What follows belongs to an exercise in optimizing a design on an open flow for small area, a short achievable clock period and few clock cycles per item; a production flow would make more cautious choices. No functional check of the RTL was part of any run shown here. Power figures rest on the tool's default switching activity, not on a simulated workload.

$ cat design/flow/design.v
package core_pkg;
    localparam int xlen = 32;
    localparam int reg_count = 32;
    typedef logic [xlen-1:0] data_t;
    typedef logic [4:0] reg_addr_t;
    localparam logic [6:0] opcode_op     = 7'b0110011;
    localparam logic [6:0] opcode_op_imm = 7'b0010011;
endpackage
`timescale 1ns/100ps
module alu_unit (
    input  core_pkg::data_t op_a,
    input  core_pkg::data_t op_b,
    input  logic            sel_add,    
    input  logic            sub,        
    input  logic            sel_sll,
    input  logic            sel_slt,
    input  logic            sel_sltu,
    input  logic            sel_xor,
    input  logic            sel_sr,
    input  logic            arith,      
    input  logic            sel_or,
    input  logic            sel_and,
    output core_pkg::data_t result
);
    logic [32:0] sum;
    logic        lt_s;
    logic        lt_u;
    logic [4:0]  shamt;
    core_pkg::data_t sll, sr;
    assign sum = {1'b0, op_a} + {1'b0, op_b ^ {32{sub}}} + {32'b0, sub};
    assign lt_u = !sum[32];
    assign lt_s = (op_a[31] ^ op_b[31]) ? op_a[31] : sum[31];
    assign shamt = op_b[4:0];
    assign sll = op_a << shamt;
    assign sr = $signed({arith & op_a[31], op_a}) >>> shamt;
    assign result = ({32{sel_add}} & sum[31:0])
                  | ({32{sel_sll}} & sll)
                  | {31'b0, (sel_slt & lt_s) | (sel_sltu & lt_u)}
                  | ({32{sel_xor}} & (op_a ^ op_b))
                  | ({32{sel_sr}} & sr)
                  | ({32{sel_or}} & (op_a | op_b))
                  | ({32{sel_and}} & (op_a & op_b));
endmodule
`timescale 1ns/100ps
module register_file (
    input  logic                clk,
    input  logic                rst_n,
    input  core_pkg::reg_addr_t rs1_addr,
    input  core_pkg::reg_addr_t rs2_addr,
    output core_pkg::data_t     rs1_data,
    output core_pkg::data_t     rs2_data,
    input  logic                wr_en,
    input  core_pkg::reg_addr_t wr_addr,
    input  core_pkg::data_t     wr_data
);
    core_pkg::data_t regs [1:31];
    logic [31:1] written;
    always_ff @(posedge clk or negedge rst_n) begin
        if (!rst_n)
            written <= '0;
        else if (wr_en && wr_addr != '0)
            written[wr_addr] <= 1'b1;
    end
    always_ff @(posedge clk) begin
        if (wr_en && wr_addr != '0)
            regs[wr_addr] <= wr_data;
    end
    always_comb begin
        rs1_data = '0;
        rs2_data = '0;
        for (int i = 1; i < core_pkg::reg_count; i++) begin
            rs1_data = rs1_data | ({32{rs1_addr == i && written[i]}} & regs[i]);
            rs2_data = rs2_data | ({32{rs2_addr == i && written[i]}} & regs[i]);
        end
    end
endmodule
`timescale 1ns/100ps
module fetch_unit (
    input  logic        clk,
    input  logic        rst_n,
    input  logic        in_valid,
    input  logic [31:0] in_instr,
    output logic        in_ready,
    input  logic        stall,
    output logic        f_valid,
    output logic [31:0] f_instr
);
    logic        s_valid;
    logic [31:0] s_instr;
    logic        accept;
    logic        f_take;
    assign in_ready = !s_valid;
    assign accept = in_valid && !s_valid;
    assign f_take = !f_valid || !stall;
    always_ff @(posedge clk or negedge rst_n) begin
        if (!rst_n) begin
            s_valid <= 1'b0;
            f_valid <= 1'b0;
        end else if (f_take) begin
            s_valid <= 1'b0;
            f_valid <= s_valid || accept;
        end else if (accept) begin
            s_valid <= 1'b1;
        end
    end
    always_ff @(posedge clk) begin
        if (f_take)
            f_instr <= s_valid ? s_instr : in_instr;
        if (!f_take && accept)
            s_instr <= in_instr;
    end
endmodule
`timescale 1ns/100ps
module decode_issue (
    input  logic        clk,
    input  logic        rst_n,
    input  logic        f_valid,
    input  logic [31:0] f_instr,
    output logic        stall,
    output logic        retire_valid,
    output logic [73:0] retire,
    input  logic        retire_ready
);
    logic [6:0]  opcode;
    logic [2:0]  funct3;
    logic        is_reg;
    logic        is_imm;
    logic        legal;
    core_pkg::reg_addr_t rs1, rs2, rd;
    core_pkg::data_t rs1_data, rs2_data;
    logic        o_fwd;
    logic        e_valid;
    core_pkg::data_t e_a, e_b;
    logic        e_fwd_a, e_fwd_b;
    logic        e_sel_add, e_sub, e_sel_sll, e_sel_slt, e_sel_sltu;
    logic        e_sel_xor, e_sel_sr, e_arith, e_sel_or, e_sel_and;
    logic        e_legal, e_wr;
    core_pkg::reg_addr_t e_rd;
    logic        o_valid;
    core_pkg::reg_addr_t o_rd;
    core_pkg::data_t o_result;
    logic        o_wr, o_illegal;
    logic [29:0] o_count;
    core_pkg::data_t alu_a, alu_b, alu_result;
    assign opcode = f_instr[6:0];
    assign rd  = f_instr[11:7];
    assign funct3 = f_instr[14:12];
    assign rs1 = f_instr[19:15];
    assign rs2 = f_instr[24:20];
    assign is_reg = (opcode == core_pkg::opcode_op);
    assign is_imm = (opcode == core_pkg::opcode_op_imm);
    assign legal = is_reg || is_imm;
    assign stall = o_valid && !retire_ready;
    register_file regfile_block (
        .clk      (clk),
        .rst_n    (rst_n),
        .rs1_addr (rs1),
        .rs2_addr (rs2),
        .rs1_data (rs1_data),
        .rs2_data (rs2_data),
        .wr_en    (o_valid && o_wr),
        .wr_addr  (o_rd),
        .wr_data  (o_result)
    );
    assign o_fwd = o_valid && o_wr;
    always_ff @(posedge clk or negedge rst_n) begin
        if (!rst_n)
            e_valid <= 1'b0;
        else if (!stall)
            e_valid <= f_valid;
    end
    always_ff @(posedge clk) begin
        if (!stall) begin
            e_a <= (o_fwd && rs1 == o_rd) ? o_result : rs1_data;
            e_b <= !is_reg ? {{20{f_instr[31]}}, f_instr[31:20]}
                 : (o_fwd && rs2 == o_rd) ? o_result : rs2_data;
            e_fwd_a <= e_valid && e_wr && (rs1 == e_rd);
            e_fwd_b <= is_reg && e_valid && e_wr && (rs2 == e_rd);
            e_sel_add <= legal && funct3 == 3'b000;
            e_sub <= (is_reg && funct3 == 3'b000 && f_instr[30])
                  || funct3 == 3'b010 || funct3 == 3'b011;
            e_sel_sll <= legal && funct3 == 3'b001;
            e_sel_slt <= legal && funct3 == 3'b010;
            e_sel_sltu <= legal && funct3 == 3'b011;
            e_sel_xor <= legal && funct3 == 3'b100;
            e_sel_sr <= legal && funct3 == 3'b101;
            e_arith <= f_instr[30];
            e_sel_or <= legal && funct3 == 3'b110;
            e_sel_and <= legal && funct3 == 3'b111;
            e_legal <= legal;
            e_wr <= legal && (rd != '0);
            e_rd <= rd;
        end
    end
    assign alu_a = e_fwd_a ? o_result : e_a;
    assign alu_b = e_fwd_b ? o_result : e_b;
    alu_unit alu_block (
        .op_a     (alu_a),
        .op_b     (alu_b),
        .sel_add  (e_sel_add),
        .sub      (e_sub),
        .sel_sll  (e_sel_sll),
        .sel_slt  (e_sel_slt),
        .sel_sltu (e_sel_sltu),
        .sel_xor  (e_sel_xor),
        .sel_sr   (e_sel_sr),
        .arith    (e_arith),
        .sel_or   (e_sel_or),
        .sel_and  (e_sel_and),
        .result   (alu_result)
    );
    always_ff @(posedge clk or negedge rst_n) begin
        if (!rst_n) begin
            o_valid <= 1'b0;
            o_count <= '0;
        end else begin
            if (!stall)
                o_valid <= e_valid;
            if (o_valid && retire_ready)
                o_count <= o_count + 1'b1;
        end
    end
    always_ff @(posedge clk) begin
        if (!stall) begin
            o_rd <= e_rd;
            o_result <= alu_result;
            o_wr <= e_wr;
            o_illegal <= !e_legal;
        end
    end
    assign retire_valid = o_valid;
    assign retire = {o_count, 2'b00, o_count[2:0], o_rd, o_result, o_wr, o_illegal};
endmodule
`timescale 1ns/100ps
module core_top (
    input  logic                     clk,
    input  logic                     rst_n,
    input  logic                     in_valid,
    input  logic [31:0]              in_instr,
    output logic                     in_ready,
    output logic                     retire_valid,
    output logic [73:0]              retire,
    input  logic                     retire_ready
);
    logic        stall;
    logic        f_valid;
    logic [31:0] f_instr;
    fetch_unit fetch_block (
        .clk      (clk),
        .rst_n    (rst_n),
        .in_valid (in_valid),
        .in_instr (in_instr),
        .in_ready (in_ready),
        .stall    (stall),
        .f_valid  (f_valid),
        .f_instr  (f_instr)
    );
    decode_issue decode_block (
        .clk          (clk),
        .rst_n        (rst_n),
        .f_valid      (f_valid),
        .f_instr      (f_instr),
        .stall        (stall),
        .retire_valid (retire_valid),
        .retire       (retire),
        .retire_ready (retire_ready)
    );
endmodule
$ cat design/flow/run.sh
#!/bin/bash
# synth_recipe.tcl (not shown) runs the flow's synth.tcl, then flattens the netlist and writes it again
# the make line also repeats each setting of config.mk as NAME=value (left out here)
make -C /OpenROAD-flow-scripts/flow DESIGN_CONFIG=/design/flow/config.mk WORK_HOME=/design/flow/orfs CLKGATE_MAP_FILE= SYNTH_SCRIPT=/design/flow/synth_recipe.tcl finish
$ cat design/flow/config.mk
export PLATFORM = sky130hd
export DESIGN_NAME = core_top
export DESIGN_NICKNAME = core_top
export VERILOG_FILES = /design/flow/design.v
export SDC_FILE = /design/flow/constraint.sdc
export NUM_CORES = 4
export LEC_CHECK = 0
export ABC_CLOCK_PERIOD_IN_PS = 4000
export CAP_MARGIN = 20
export CORE_MARGIN = 2
export CORE_UTILIZATION = 45
export PLACE_DENSITY = 0.6
export SETUP_SLACK_MARGIN = 5
export SLEW_MARGIN = 20
$ cat design/flow/constraint.sdc
create_clock -name core_clock -period 10.0 [get_ports {clk}]
set_input_delay 2.0000 -clock core_clock [delete_from_list [all_inputs] [get_ports {clk}]]
set_output_delay 2.0000 -clock core_clock [all_outputs]
set_load 0.01 [all_outputs]
==> flow_summary.yaml, run 1 <==
status:
  outcome: "complete, no violations"
timing:
  max_freq_ghz: 0.215
  setup_viol: 0
  maxSlewHeadroom: 0.120
  skew_ns: 0.0495
  finalHoldViolCount: 0
  max_slew.worst_pin.slew_ns: 1.32
  setup_tns_ns: 0
  finalCritPeriodShare: 0.465
  holdWs_ns: 0.442
  period_minus_slack_ns: 4.65
  slew_viol_final: 0
  rsz0062_at_grt: "false"
global_route:
  grt_usage: 0.389
  grt_overflow: 0
  grt_pass1_wl_microns: 366000
  antenna_found_initial: 13
  grt_pass1_vias: 45100
  grt_max_degree: 69
final_layout:
  drive_gt1_frac: 0.124
  fill_cells: 11100
  nNetsFinal: 4652
  final_cell_area_sq_um: 67400
  syn2layout_area_growth_pct: 13.6
  regArea_sq_um: 37000
  multiInputGateArea_sq_um: 20800
run:
  maxCapViolations: 0
yosys:
  synth_area_sq_um: 59400
  synth_edf_count: 1178
  synthFlopType: "edfxtp_1"
  ys_ff_latch: 1243
  avgSynthCellArea_sq_um: 13.3
  synth_cell_type_count: 83
  async_reset_ff_frac: 0.0523
  yosysWarnings: 3
  syn_inst: 4464
  yosysSeqAreaShare: 0.623
clock_tree:
  cts.sink_count: 1243
  clkLatencyLatePin_ns: 0.80
  cts_root_buf: "clkbuf_16"
  cts_tree: "done"
  cts_buffers: 135
  cts_setup_buffers: 0
  h-tree-depth: 4
  clk_pin_slew_ns: 0.06
  clock_path_buffers: 3
pwr:
  peakVddDrop_mv: 0.175
  p_leak_nw: 23.0
  power.density_nw_per_um2: 260
route:
  drc: 0
  ant_nets: 0
  drt_pass1_iterations: 19
  drt_iter0_drc: 10300
  via_per_inst: 7.62
  wl_met1_microns: 90600
  met3_length_microns: 47200
  wl_met2_microns: 111000
  avgRoutedWirePerCell_microns: 42.4
  wl_microns: 270000
  highest_layer: "met5"
  vias: 48600
setup_path:
  start_kind: "flip-flop"
  crit_arrival_ns: 5.28
  critPathKind: "reg2reg"
  reg2reg_depth: 14
  cp-end-kind: "flip-flop"
  crit_fanout: 46
  critical_path_required_ns: 10.63
placement:
  dp_hpwl_microns: 151000
  place_area_sq_um: 62600
  globalplace.congestion: 0.954
  portBuffers: 109
min_path:
  hold_depth: 0
  hold_path.class: "reg2reg"
floorplan:
  rows: 133
  die_area_sq_um: 135000
  die_y_microns: 367
  ios: 112
  fp.coreArea_sq_um: 131000
  initial_utilization: 0.453
  die_width_microns: 367
-- logic make-up after synthesis --
group	share of synthesized area
DFF	0.623
adders and majority gates	0.0233
AOI/OAI and AO/OA	0.188
and+or+nand+nor	0.0728
buffers and inverters	0.0331
xor gates and xnor gates	0.0153
muxes	0.0441
other	0.0000632
-- per-layer routing --
layer,track usage,up-vias
met2,0.556,5052
met3,0.175,1443
met1,0.483,23700
li1,-,18400
met5,0.00249,-
met4,0.233,20
-- cell usage in the layout, fill, tap and decap left out, types with 77 or more instances in the layout --
cell / instances
mux2i_1: 171
a21oi_1: 123
nand3_1: 126
inv_1: 80
buf_4: 159
nor2_1: 141
a221oi_1: 303
a22o_1: 301
clkbuf_16: 139
ha_1: 109
clkdlybuf4s50_1: 108
nand4_1: 137
xnor2_1: 77
o21ai_0: 119
nand2_1: 186
edfxtp_1: 1178
a22oi_1: 305
-- critical path, stage by stage (launching register included) --
cell	delay, ns
edfxtp_1	0.34
buf_6	0.42
mux2i_4	0.32
buf_6	0.46
xnor2_1	0.22
inv_1	0.10
fa_1	0.44
nor2b_1	0.17
o31ai_1	0.12
a21oi_1	0.51
a31oi_1	0.28
o21ai_0	0.34
a21oi_1	0.17
or4_1	0.48
nand4_1	0.10
-- synthesized netlist by cell type (all sizes together) (4+ instances only) --
cell type,number,area (sq um)
a22oi,305,2290
nor2b,22,138
mux2i,195,2090
o21bai,33,248
mux2,45,507
a221o,7,70.1
inv,86,328
nor4,7,43.8
nand3,126,631
o221ai,8,70.1
clkbuf,234,878
a21oi,125,633
nand4,137,857
nand3b,4,30.0
o21a,7,52.6
ha,109,1360
nor2,172,646
o2111ai,10,87.6
xor2,27,236
a222oi,64,641
nor3,83,415
edfxtp,1178,35400
a22o,301,2640
and2,19,119
o211ai,27,203
dfrtp,65,1630
nand2b,10,62.6
nand2,186,698
a21o,19,143
a211oi,11,87.6
and4,4,35.0
xnor2,77,674
and3,78,488
a311oi,4,35.0
or4,6,45.0
a31oi,12,75.1
o21ai,129,646
buf,141,749
o31ai,16,120
o311ai,8,70.1
a221oi,303,2650
o22ai,12,75.1
a211o,6,52.6
-- worst paths after layout --
check	slack [ns]	startpoint	endpoint
worst max-delay path	5.35	decode_block.e_fwd_b	decode_block.o_result[20]
worst min-delay path	0.44	fetch_block.f_instr[11]	decode_block.e_rd[4]
worst max register to register	5.35	decode_block.e_fwd_b	decode_block.o_result[20]
max in group asynchronous	7.99	rst_n	decode_block.o_valid
worst min register to register	0.44	fetch_block.f_instr[11]	decode_block.e_rd[4]
min in group asynchronous	1.44	rst_n	decode_block.o_count[20]
-- per-stage QoR --
step / util / power [mW] / setup slack, ns / cells
after floorplan: - / 10.1 / 5.07 / 4465
after global placement: 0.477 / 12.0 / 5.02 / 6115
after detailed placement: 0.478 / 12.1 / 5.04 / 6118
after CTS: 0.513 / 17.2 / 5.04 / 6362
after global routing: 0.514 / 18.0 / 5.10 / 6368
final: 0.514 / 17.5 / 5.35 / 6375
-- flip-flops by register name (all words and copies together), names as in the netlist, 5 cells and up --
signal                              count
decode_block.o_rd                       5
decode_block.e_b                       32
decode_block.e_rd                       5
decode_block.regfile_block.written     31
fetch_block.f_instr                    32
fetch_block.s_instr                    32
decode_block.regfile_block.regs       992
decode_block.o_count                   30
decode_block.o_result                  32
decode_block.e_a                       32
-- area by class of cell --
| type | instances | area share |
|---|---|---|
| flip-flops and latches | 1243 | 0.549 |
| inverters | 88 | 0.00505 |
| diodes | 7 | 0.000260 |
| clock inverters | 89 | 0.0156 |
| multi-input cells | 2759 | 0.309 |
| clock buffers | 155 | 0.0525 |
| well taps | 1755 | 0.0326 |
| repair buffers | 279 | 0.0360 |
-- power by group --
group	internal (mW)	switching, mW	total (mW)
Combinational	1.62	3.63	5.24
Clock	3.06	2.21	5.27
Sequential	6.74	0.278	7.02
Total	11.4	6.11	17.5
-- timing repair --
item | 4_1_cts | 5_1_grt
endpoints found under the setup margin | 0 | 4
resized for setup | 0 | 3
hold buffers | 0 | 0
==> inputs of run 2 (changes only) <==
--- a/design/flow/config.mk
+++ b/design/flow/config.mk
@@ -7,7 +7,6 @@
 export LEC_CHECK = 0
-export ABC_CLOCK_PERIOD_IN_PS = 4000
 export CAP_MARGIN = 20
 export CORE_MARGIN = 2
-export CORE_UTILIZATION = 45
-export PLACE_DENSITY = 0.6
+export CORE_UTILIZATION = 30
+export PLACE_DENSITY = 0.45
 export SETUP_SLACK_MARGIN = 5
==> run 2 against run 1 <==
Effect of this change:
- still clean on timing, DRC and antenna
- maximum frequency is 2.0% lower
- sequential share of layout area fell by 0.87 points
- power is 0.16% higher
- final cell count up 14%
- synthesized cell count unchanged
- clock power down 2%
- die area up 49%
- combinational power increased by 3%
- area after synthesis unchanged
- via count down 1.5%
- first-iteration DRC count is 16% lower
- global-route usage decreased by 11 points
- critical path type unchanged
- largest cell class unchanged
- highest routed layer unchanged
==> flow_summary.yaml, run 2 <==
placement:
  portBuffers: 109
  globalplace.congestion: 0.909
  dp_hpwl_microns: 168000
  post-place-ws_ns: 4.86
timing:
  setup_viol: 0
  layout_setup_ws_ns: 5.26
  finalHoldViolCount: 0
  maxSlewHeadroom: 0.131
  slew_viol_final: 0
  rsz0062_at_grt: "false"
  setup_tns_ns: 0
  max_slew.worst_pin.slew_ns: 1.29
  skew_ns: 0.0371
  period_minus_slack_ns: 4.74
  finalCritPeriodShare: 0.474
  max_freq_ghz: 0.211
floorplan:
  ios: 112
  initial_utilization: 0.301
  fp.coreArea_sq_um: 197000
  rows: 163
  die_area_sq_um: 201000
  die_width_microns: 449
  die_y_microns: 449
yosys:
  synth_area_sq_um: 59400
  synth_cell_type_count: 83
  ys_ff_latch: 1243
  synth_area_leaders: "edfxtp_1 60%, a221oi_1 4.5%, a22o_1 4.4%"
  syn_inst: 4464
  synth_common_cells: "1178 x edfxtp_1, 305 x a22oi_1, 303 x a221oi_1"
  yosysMostFrequentCell: "edfxtp_1"
  synth.largest_area_cell: "edfxtp_1"
  synth_edf_count: 1178
  yosysSeqAreaShare: 0.623
  async_reset_ff_frac: 0.0523
  avgSynthCellArea_sq_um: 13.3
  yosysWarnings: 3
  yosysTopAreaCellShare: 0.596
  synthFlopType: "edfxtp_1"
final_layout:
  fill_cells: 19200
  syn2layout_area_growth_pct: 15.4
  regMostFlops: "decode_block.regfile_block.regs"
  final_common_cell: "edfxtp_1"
  nNetsFinal: 4669
  final_cell_mix: "1178 x edfxtp_1, 305 x a22oi_1, 303 x a221oi_1"
  drive_gt1_frac: 0.124
  largest_reg_flops: 992
min_path:
  hold_path.class: "reg2reg"
setup_path:
  endpoint: "decode_block.o_result[20]"
  crit_arrival_ns: 5.38
  start_kind: "flip-flop"
  critPathSlowestCell: "a21oi_1"
  crit_path_max_incr_delay_ns: 0.53
  reg2reg_from: "decode_block.e_fwd_b"
  startpoint: "decode_block.e_fwd_b"
  crit_fanout: 51
  critical_path_required_ns: 10.64
  cp-end-kind: "flip-flop"
  rr_endpoint: "decode_block.o_result[20]"
  r2r_slack_ns: 5.26
  worstPathCellList: "buf_6 -> mux2i_4 -> buf_6 -> a32o_1 -> nor2_1 -> fa_1 -> nor2b_1 -> o31ai_1 -> a21oi_1 -> a31oi_1 -> o21ai_0 -> a21oi_1 -> or4_1 -> nand4_1"
  critPathKind: "reg2reg"
  reg2reg_depth: 14
route:
  drt_pass1_iterations: 10
  drc: 0
  ant_nets: 0
  avgRoutedWirePerCell_microns: 40.8
  via_per_inst: 6.57
  wl_microns: 297000
  vias: 47800
  drt_iter0_drc: 8594
clock_tree:
  cts_hold_buf: 0
  cts.sink_count: 1243
  h-tree-depth: 4
  cts_tree: "done"
  clock_path_buffers: 3
  cts_root_buf: "clkbuf_16"
  clkLatencyLatePin_ns: 0.80
  cts_buffers: 140
  clk_pin_slew_ns: 0.06
global_route:
  grt_pass1_vias: 44900
  grt_pass1_wl_microns: 396000
  grt_overflow: 0
  antenna_found_initial: 13
  grt_usage: 0.284
  grt_max_degree: 69
run:
  maxCapViolations: 0
status:
  outcome: "complete, no violations"
pwr:
  p_leak_nw: 23.0
  power.density_nw_per_um2: 256
  peakVddDrop_mv: 0.156
==> run 2: changes by cell type in the layout (fill, tap and decap cells not counted), sizes merged <==
cell	before	now
clkbuf	156	175
buf	170	182
bufinv	19	8
clkinv	53	61
inv	100	92
clkinvlp	5	3
diode	7	8
==> run 2: kinds of logic after synthesis <==
group | share of synthesized area
other | 0.0000632
buffers and inverters | 0.0331
flip-flops | 0.623
adder cells (fa/ha/maj) | 0.0233
AND/OR/NAND/NOR | 0.0728
XOR/XNOR | 0.0153
multiplexers | 0.0441
AO/OA/AOI/OAI | 0.188
==> run 2: how the worst min path moves through the flow <==
stage / endpoint / cells after the start / startpoint / slack, ns
finish: decode_block.e_rd[0] / 0 / fetch_block.f_instr[7] / 0.46
global route: decode_block.e_rd[0] / 0 / fetch_block.f_instr[7] / 0.46
CTS: decode_block.e_rd[0] / 0 / fetch_block.f_instr[7] / 0.44
detailed placement: decode_block.e_rd[0] / 0 / fetch_block.f_instr[7] / 0.43
global placement: decode_block.e_rd[0] / 0 / fetch_block.f_instr[7] / 0.43
floorplan: decode_block.e_rd[4] / 0 / fetch_block.f_instr[11] / 0.42
==> run 2: timing repair <==
action,4_1_cts,5_1_grt
setup endpoints to repair,2,2
gates resized for setup,1,1
buffers inserted,0,0
==> run 2: metal layers <==
metal  track usage  vias up  share of wire
li1              -    18400              -
met1         0.363    24400           0.38
met2         0.431     3996           0.44
met3        0.0905      986           0.13
met4         0.140        6          0.059
met5             0        -        0.00017
==> run 2: critical path: cells and delay by family, from the launching register on <==
family,cells,cell delay (ns)
adders and majority gates,1,0.46
DFF,1,0.34
buffers and inverters,2,0.86
and+or+nand+nor,4,0.88
muxes,1,0.31
AOI/OAI and AO/OA,6,1.72
==> run 2: where the power goes <==
group          internal [mW]  switching, mW  leakage (nW)
Sequential              6.74          0.246          11.7
Clock                   2.90           2.26          2.19
Combinational           1.62           3.79          9.16
==> run 2: area by class of cell <==
cell class              instances  area, sq um  share of cell area
diodes                          8         20.0            0.000292
clock buffers                 174         3760              0.0548
clock inverters                76          764              0.0112
inverters                      88          340             0.00497
multi-input cells            2759        20800               0.304
flip-flops and latches       1243        37000               0.540
well taps                    2640         3300              0.0482
repair buffers                291         2480              0.0362
==> run 2: metrics by stage <==
| stage | util | cells | cell area [sq um] | power (mW) | hold slack [ns] |
|---|---|---|---|---|---|
| after floorplan | - | 4465 | 59400 | 10.1 | 0.417 |
| after global placement | 0.324 | 7019 | 63900 | 12.3 | 0.433 |
| after detailed placement | 0.324 | 7019 | 63900 | 12.3 | 0.433 |
| after CTS | 0.347 | 7269 | 68400 | 17.4 | 0.444 |
| after global routing | 0.348 | 7272 | 68500 | 18.1 | 0.464 |
| final | 0.348 | 7279 | 68500 | 17.6 | 0.457 |
==> inputs of run 3 (changes only) <==
--- a/design/flow/design.v
+++ b/design/flow/design.v
@@ -12,14 +12,8 @@
     input  core_pkg::data_t op_b,
-    input  logic            sel_add,    
-    input  logic            sub,        
-    input  logic            sel_sll,
-    input  logic            sel_slt,
-    input  logic            sel_sltu,
-    input  logic            sel_xor,
-    input  logic            sel_sr,
-    input  logic            arith,      
-    input  logic            sel_or,
-    input  logic            sel_and,
+    input  logic [2:0]      funct3,
+    input  logic            sub,      
+    input  logic            arith,    
     output core_pkg::data_t result
 );
+    logic        do_sub;
     logic [32:0] sum;
@@ -28,4 +22,4 @@
     logic [4:0]  shamt;
-    core_pkg::data_t sll, sr;
-    assign sum = {1'b0, op_a} + {1'b0, op_b ^ {32{sub}}} + {32'b0, sub};
+    assign do_sub = sub || (funct3 == 3'b010) || (funct3 == 3'b011);
+    assign sum = {1'b0, op_a} + {1'b0, op_b ^ {32{do_sub}}} + {32'b0, do_sub};
     assign lt_u = !sum[32];
@@ -33,11 +27,14 @@
     assign shamt = op_b[4:0];
-    assign sll = op_a << shamt;
-    assign sr = $signed({arith & op_a[31], op_a}) >>> shamt;
-    assign result = ({32{sel_add}} & sum[31:0])
-                  | ({32{sel_sll}} & sll)
-                  | {31'b0, (sel_slt & lt_s) | (sel_sltu & lt_u)}
-                  | ({32{sel_xor}} & (op_a ^ op_b))
-                  | ({32{sel_sr}} & sr)
-                  | ({32{sel_or}} & (op_a | op_b))
-                  | ({32{sel_and}} & (op_a & op_b));
+    always_comb begin
+        case (funct3)
+            3'b000: result = sum[31:0];
+            3'b001: result = op_a << shamt;
+            3'b010: result = {31'b0, lt_s};
+            3'b011: result = {31'b0, lt_u};
+            3'b100: result = op_a ^ op_b;
+            3'b101: result = $signed({arith & op_a[31], op_a}) >>> shamt;
+            3'b110: result = op_a | op_b;
+            default: result = op_a & op_b;
+        endcase
+    end
 endmodule
@@ -124,5 +121,3 @@
     logic [6:0]  opcode;
-    logic [2:0]  funct3;
     logic        is_reg;
-    logic        is_imm;
     logic        legal;
@@ -130,3 +125,2 @@
     core_pkg::data_t rs1_data, rs2_data;
-    logic        o_fwd;
     logic        e_valid;
@@ -134,4 +128,4 @@
     logic        e_fwd_a, e_fwd_b;
-    logic        e_sel_add, e_sub, e_sel_sll, e_sel_slt, e_sel_sltu;
-    logic        e_sel_xor, e_sel_sr, e_arith, e_sel_or, e_sel_and;
+    logic [2:0]  e_f3;
+    logic        e_sub, e_arith;
     logic        e_legal, e_wr;
@@ -146,3 +140,2 @@
     assign rd  = f_instr[11:7];
-    assign funct3 = f_instr[14:12];
     assign rs1 = f_instr[19:15];
@@ -150,4 +143,3 @@
     assign is_reg = (opcode == core_pkg::opcode_op);
-    assign is_imm = (opcode == core_pkg::opcode_op_imm);
-    assign legal = is_reg || is_imm;
+    assign legal = is_reg || (opcode == core_pkg::opcode_op_imm);
     assign stall = o_valid && !retire_ready;
@@ -160,7 +152,6 @@
         .rs2_data (rs2_data),
-        .wr_en    (o_valid && o_wr),
-        .wr_addr  (o_rd),
-        .wr_data  (o_result)
-    );
-    assign o_fwd = o_valid && o_wr;
+        .wr_en    (e_valid && e_wr),
+        .wr_addr  (e_rd),
+        .wr_data  (alu_result)
+    );
     always_ff @(posedge clk or negedge rst_n) begin
@@ -173,18 +164,9 @@
         if (!stall) begin
-            e_a <= (o_fwd && rs1 == o_rd) ? o_result : rs1_data;
-            e_b <= !is_reg ? {{20{f_instr[31]}}, f_instr[31:20]}
-                 : (o_fwd && rs2 == o_rd) ? o_result : rs2_data;
+            e_a <= rs1_data;
+            e_b <= is_reg ? rs2_data : {{20{f_instr[31]}}, f_instr[31:20]};
             e_fwd_a <= e_valid && e_wr && (rs1 == e_rd);
             e_fwd_b <= is_reg && e_valid && e_wr && (rs2 == e_rd);
-            e_sel_add <= legal && funct3 == 3'b000;
-            e_sub <= (is_reg && funct3 == 3'b000 && f_instr[30])
-                  || funct3 == 3'b010 || funct3 == 3'b011;
-            e_sel_sll <= legal && funct3 == 3'b001;
-            e_sel_slt <= legal && funct3 == 3'b010;
-            e_sel_sltu <= legal && funct3 == 3'b011;
-            e_sel_xor <= legal && funct3 == 3'b100;
-            e_sel_sr <= legal && funct3 == 3'b101;
+            e_f3 <= f_instr[14:12];
+            e_sub <= is_reg && f_instr[30];
             e_arith <= f_instr[30];
-            e_sel_or <= legal && funct3 == 3'b110;
-            e_sel_and <= legal && funct3 == 3'b111;
             e_legal <= legal;
@@ -197,15 +179,8 @@
     alu_unit alu_block (
-        .op_a     (alu_a),
-        .op_b     (alu_b),
-        .sel_add  (e_sel_add),
-        .sub      (e_sub),
-        .sel_sll  (e_sel_sll),
-        .sel_slt  (e_sel_slt),
-        .sel_sltu (e_sel_sltu),
-        .sel_xor  (e_sel_xor),
-        .sel_sr   (e_sel_sr),
-        .arith    (e_arith),
-        .sel_or   (e_sel_or),
-        .sel_and  (e_sel_and),
-        .result   (alu_result)
+        .op_a   (alu_a),
+        .op_b   (alu_b),
+        .funct3 (e_f3),
+        .sub    (e_sub),
+        .arith  (e_arith),
+        .result (alu_result)
     );
@@ -225,3 +200,3 @@
             o_rd <= e_rd;
-            o_result <= alu_result;
+            o_result <= e_legal ? alu_result : '0;
             o_wr <= e_wr;
--- a/design/flow/config.mk
+++ b/design/flow/config.mk
@@ -11,3 +11,2 @@
 export PLACE_DENSITY = 0.45
-export SETUP_SLACK_MARGIN = 5
 export SLEW_MARGIN = 20
==> run 3 against run 2 <==
Effect of this change:
- wire length is 8.0% higher
- first-iteration DRC count is 7.9% higher
- via count is 3.3% higher
- synthesized cell count is 0.83% higher
- global-route usage is 2.3 points higher
- sequential power is 4.4% lower
- critical path type unchanged
- hold slack worse by 0.0097 ns
- still clean
- final area is 0.25% higher
==> flow_summary.yaml, run 3 <==
min_path:
  worstHoldStart: "fetch_block.f_instr[7]"
  hold_path.class: "reg2reg"
  min_to: "decode_block.e_rd[0]"
  hold_depth: 0
pwr:
  power.density_nw_per_um2: 223
  swShare: 0.329
  intPower_mw: 10.3
  peakVddDrop_mv: 0.173
  total_power_mw: 15.3
  p_switching_mw: 5.05
  combPwrFrac: 0.236
  p_leak_nw: 23.4
  clock_power_share: 0.329
  pwr-share-seq: 0.435
yosys:
  synth_common_cells: "1173 x edfxtp_1, 505 x a22oi_1, 280 x clkbuf_1"
  synth-compound-area-share: 0.187
  synth.largest_area_cell: "edfxtp_1"
  synth_area_sq_um: 59600
  synthFlopType: "edfxtp_1"
  synth_area_leaders: "edfxtp_1 59%, a22oi_1 6.4%, a22o_1 3.5%"
  yosysSeqAreaShare: 0.618
  async_reset_ff_frac: 0.0525
  synth_xor_area_frac: 0.0135
  avgSynthCellArea_sq_um: 13.2
  yosysTopAreaCellShare: 0.591
  yosysMostFrequentCell: "edfxtp_1"
  synth_edf_count: 1173
  synth_mux_area_frac: 0.0482
  synth_top_family_by_area: "compound AO/OA/AOI/OAI gates"
  yosysWarnings: 4
  synth_cell_type_count: 91
  ys_ff_latch: 1238
  synth-adder-area-share: 0.0232
  syn_inst: 4501
  yosys.area_share.simple: 0.0780
final_layout:
  nNetsFinal: 4700
  drive_gt1_frac: 0.130
  largest_reg_flops: 992
  final_common_cell: "edfxtp_1"
  final_cell_mix: "1173 x edfxtp_1, 505 x a22oi_1, 238 x a22o_1"
  syn2layout_area_growth_pct: 15.2
  regMostFlops: "decode_block.regfile_block.regs"
clock_tree:
  clkLatencyLatePin_ns: 0.82
  cts.sink_count: 1238
  cts_buffers: 133
  cts_root_buf: "clkbuf_16"
  cts_hold_buf: 0
  h-tree-depth: 4
  post_cts_resized: 0
  clk_pin_slew_ns: 0.06
  clock_path_buffers: 3
  cts_tree: "done"
  cts_setup_buffers: 0
global_route:
  grt_usage: 0.307
  grt_overflow: 0
  grt_max_degree: 66
  grt_pass1_vias: 46800
  grt_pass1_wl_microns: 425000
  antenna_found_initial: 12
timing:
  rsz0062_at_grt: "false"
  slew_viol_final: 0
  setup_viol: 0
  finalHoldViolCount: 0
  finalCritPeriodShare: 0.620
  skew_ns: 0.0348
  period_minus_slack_ns: 6.20
  max_slew.worst_pin.slew_ns: 1.20
  max_freq_ghz: 0.161
  maxSlewHeadroom: 0.197
  setup_tns_ns: 0
route:
  wl_microns: 321000
  drt_iter0_drc: 9274
  drc: 0
  vias: 49400
  drt_pass1_iterations: 8
  avgRoutedWirePerCell_microns: 43.9
  via_per_inst: 6.76
  ant_nets: 0
setup_path:
  crit_path_frequent_cell: "buf_4"
  critPathSlowestCell: "o21a_1"
  r2r_slack_ns: 3.80
  rr_endpoint: "decode_block.regfile_block.regs[6][22]"
  crit_fanout: 57
  worstPathCellList: "mux2i_4 -> buf_4 -> inv_2 -> buf_4 -> xnor2_1 -> ha_1 -> a21oi_1 -> o211ai_1 -> nand4_1 -> a21o_1 -> a21boi_0 -> nor3_1 -> o31ai_1 -> o21a_1"
  crit_path_max_incr_delay_ns: 0.90
  cp-end-kind: "flip-flop"
  reg2reg_depth: 14
  startpoint: "decode_block.e_fwd_b"
  critPathKind: "reg2reg"
  reg2reg_from: "decode_block.e_fwd_b"
  start_kind: "flip-flop"
  crit_arrival_ns: 6.65
  critical_path_required_ns: 10.45
placement:
  portBuffers: 109
  globalplace.congestion: 0.974
  dp_hpwl_microns: 191000
floorplan:
  die_area_sq_um: 202000
  ios: 112
  fp.coreArea_sq_um: 197000
  die_width_microns: 450
  rows: 163
  initial_utilization: 0.302
  die_y_microns: 450
run:
  maxCapViolations: 0
status:
  outcome: "complete, no violations"
==> run 3: logic make-up after synthesis <==
family | count (synthesis)
xor+xnor | 92
other cells | 1
simple gates | 913
compound gates | 1428
flops | 1238
fa+ha+maj | 110
buf+inv | 456
mux | 263
==> run 3: power groups by stage <==
stage                     clock [mW]  combinational [mW]  sequential (mW)
after floorplan                    0                2.03             6.67
after global placement             0                3.50             6.79
after detailed placement           0                3.49             6.78
after CTS                       5.09                3.50             6.68
after global routing            5.28                3.81             6.69
final                           5.05                3.62             6.68
==> run 3: layer usage <==
layer / GRT usage / wire length (microns) / vias up
met5: 0.00734 / 202 / -
met4: 0.171 / 23100 / 13
met3: 0.106 / 42700 / 1215
met2: 0.449 / 134000 / 4400
met1: 0.394 / 121000 / 25200
li1: - / - / 18600
==> run 3: critical path: cells and delay by family, from the launching register on <==
family,cells,cell delay [ns]
AO/OA/AOI/OAI,6,2.53
buffers and inverters,3,1.03
flip-flops,1,0.84
adder cells (fa/ha/maj),1,0.39
AND/OR/NAND/NOR,2,0.38
multiplexers,1,0.33
XOR/XNOR,1,0.22
==> run 3: through the flow <==
stage          hold slack [ns]  utilization  instances  cell area, sq um  worst slack, ns
6_report                 0.448        0.348       7311             68700             3.80
3_3_place_gp             0.434        0.325       7057             64300             3.67
4_1_cts                  0.449        0.348       7300             68600             3.80
5_1_grt                  0.454        0.348       7301             68600             3.48
3_5_place_dp             0.433        0.326       7058             64300             3.81
2_1_floorplan            0.400            -       4502             59600             3.94
==> run 3: worst max-delay path by stage <==
stage / endpoint / depth (start not counted) / slack (ns)
4_1_cts: decode_block.regfile_block.regs[30][24] / 14 / 3.80
6_report: decode_block.regfile_block.regs[6][22] / 14 / 3.80
5_1_grt: decode_block.regfile_block.regs[20][22] / 14 / 3.48
3_5_place_dp: decode_block.regfile_block.regs[23][24] / 14 / 3.81
2_1_floorplan: fetch_block.s_instr[0] / 2 / 3.94
3_3_place_gp: decode_block.regfile_block.regs[13][24] / 14 / 3.67
==> run 3: final cells by class <==
cell class	instances	area, sq um
fillers	19400	129000
flip-flops and latches	1238	36900
repair buffers	289	2450
multi-input cells	2808	21400
inverters	84	318
clock buffers	164	3500
clock inverters	78	832
well taps	2640	3300
diodes	10	25.0

-- static timing again, ports no longer ideal --
In the flow no input, the clock included, has a driving cell. The finished layouts below were timed again as built, in two steps. Step 1, drivers: a clkbuf_16 drives clk and a buf_2 each remaining input, both assumed. Step 2, shift: input delay + t, output delay - t, t = (earliest + latest rising clock arrival at the registers) / 2. This alone moves slack from input paths to output paths. Three values: ideal ports, drivers, drivers and shift; two values: the first two.
| run | t (ns) | setup WS [ns] | worst data-port slew with drivers (ns) |
|---|---|---|---|
| run 1 | 0.855 | 5.351 / 5.351 / 5.351 | 0.08 |
| run 2 | 0.870 | 5.257 / 5.257 / 4.950 | 0.09 |
| run 3 | 0.899 | 3.802 / 3.802 / 3.802 | 0.09 |
After both steps setup and hold are still met in every run listed. For run 2, which loses most, drivers alone change the setup slack by 0.000 ns; drivers and shift together by -0.307 ns.
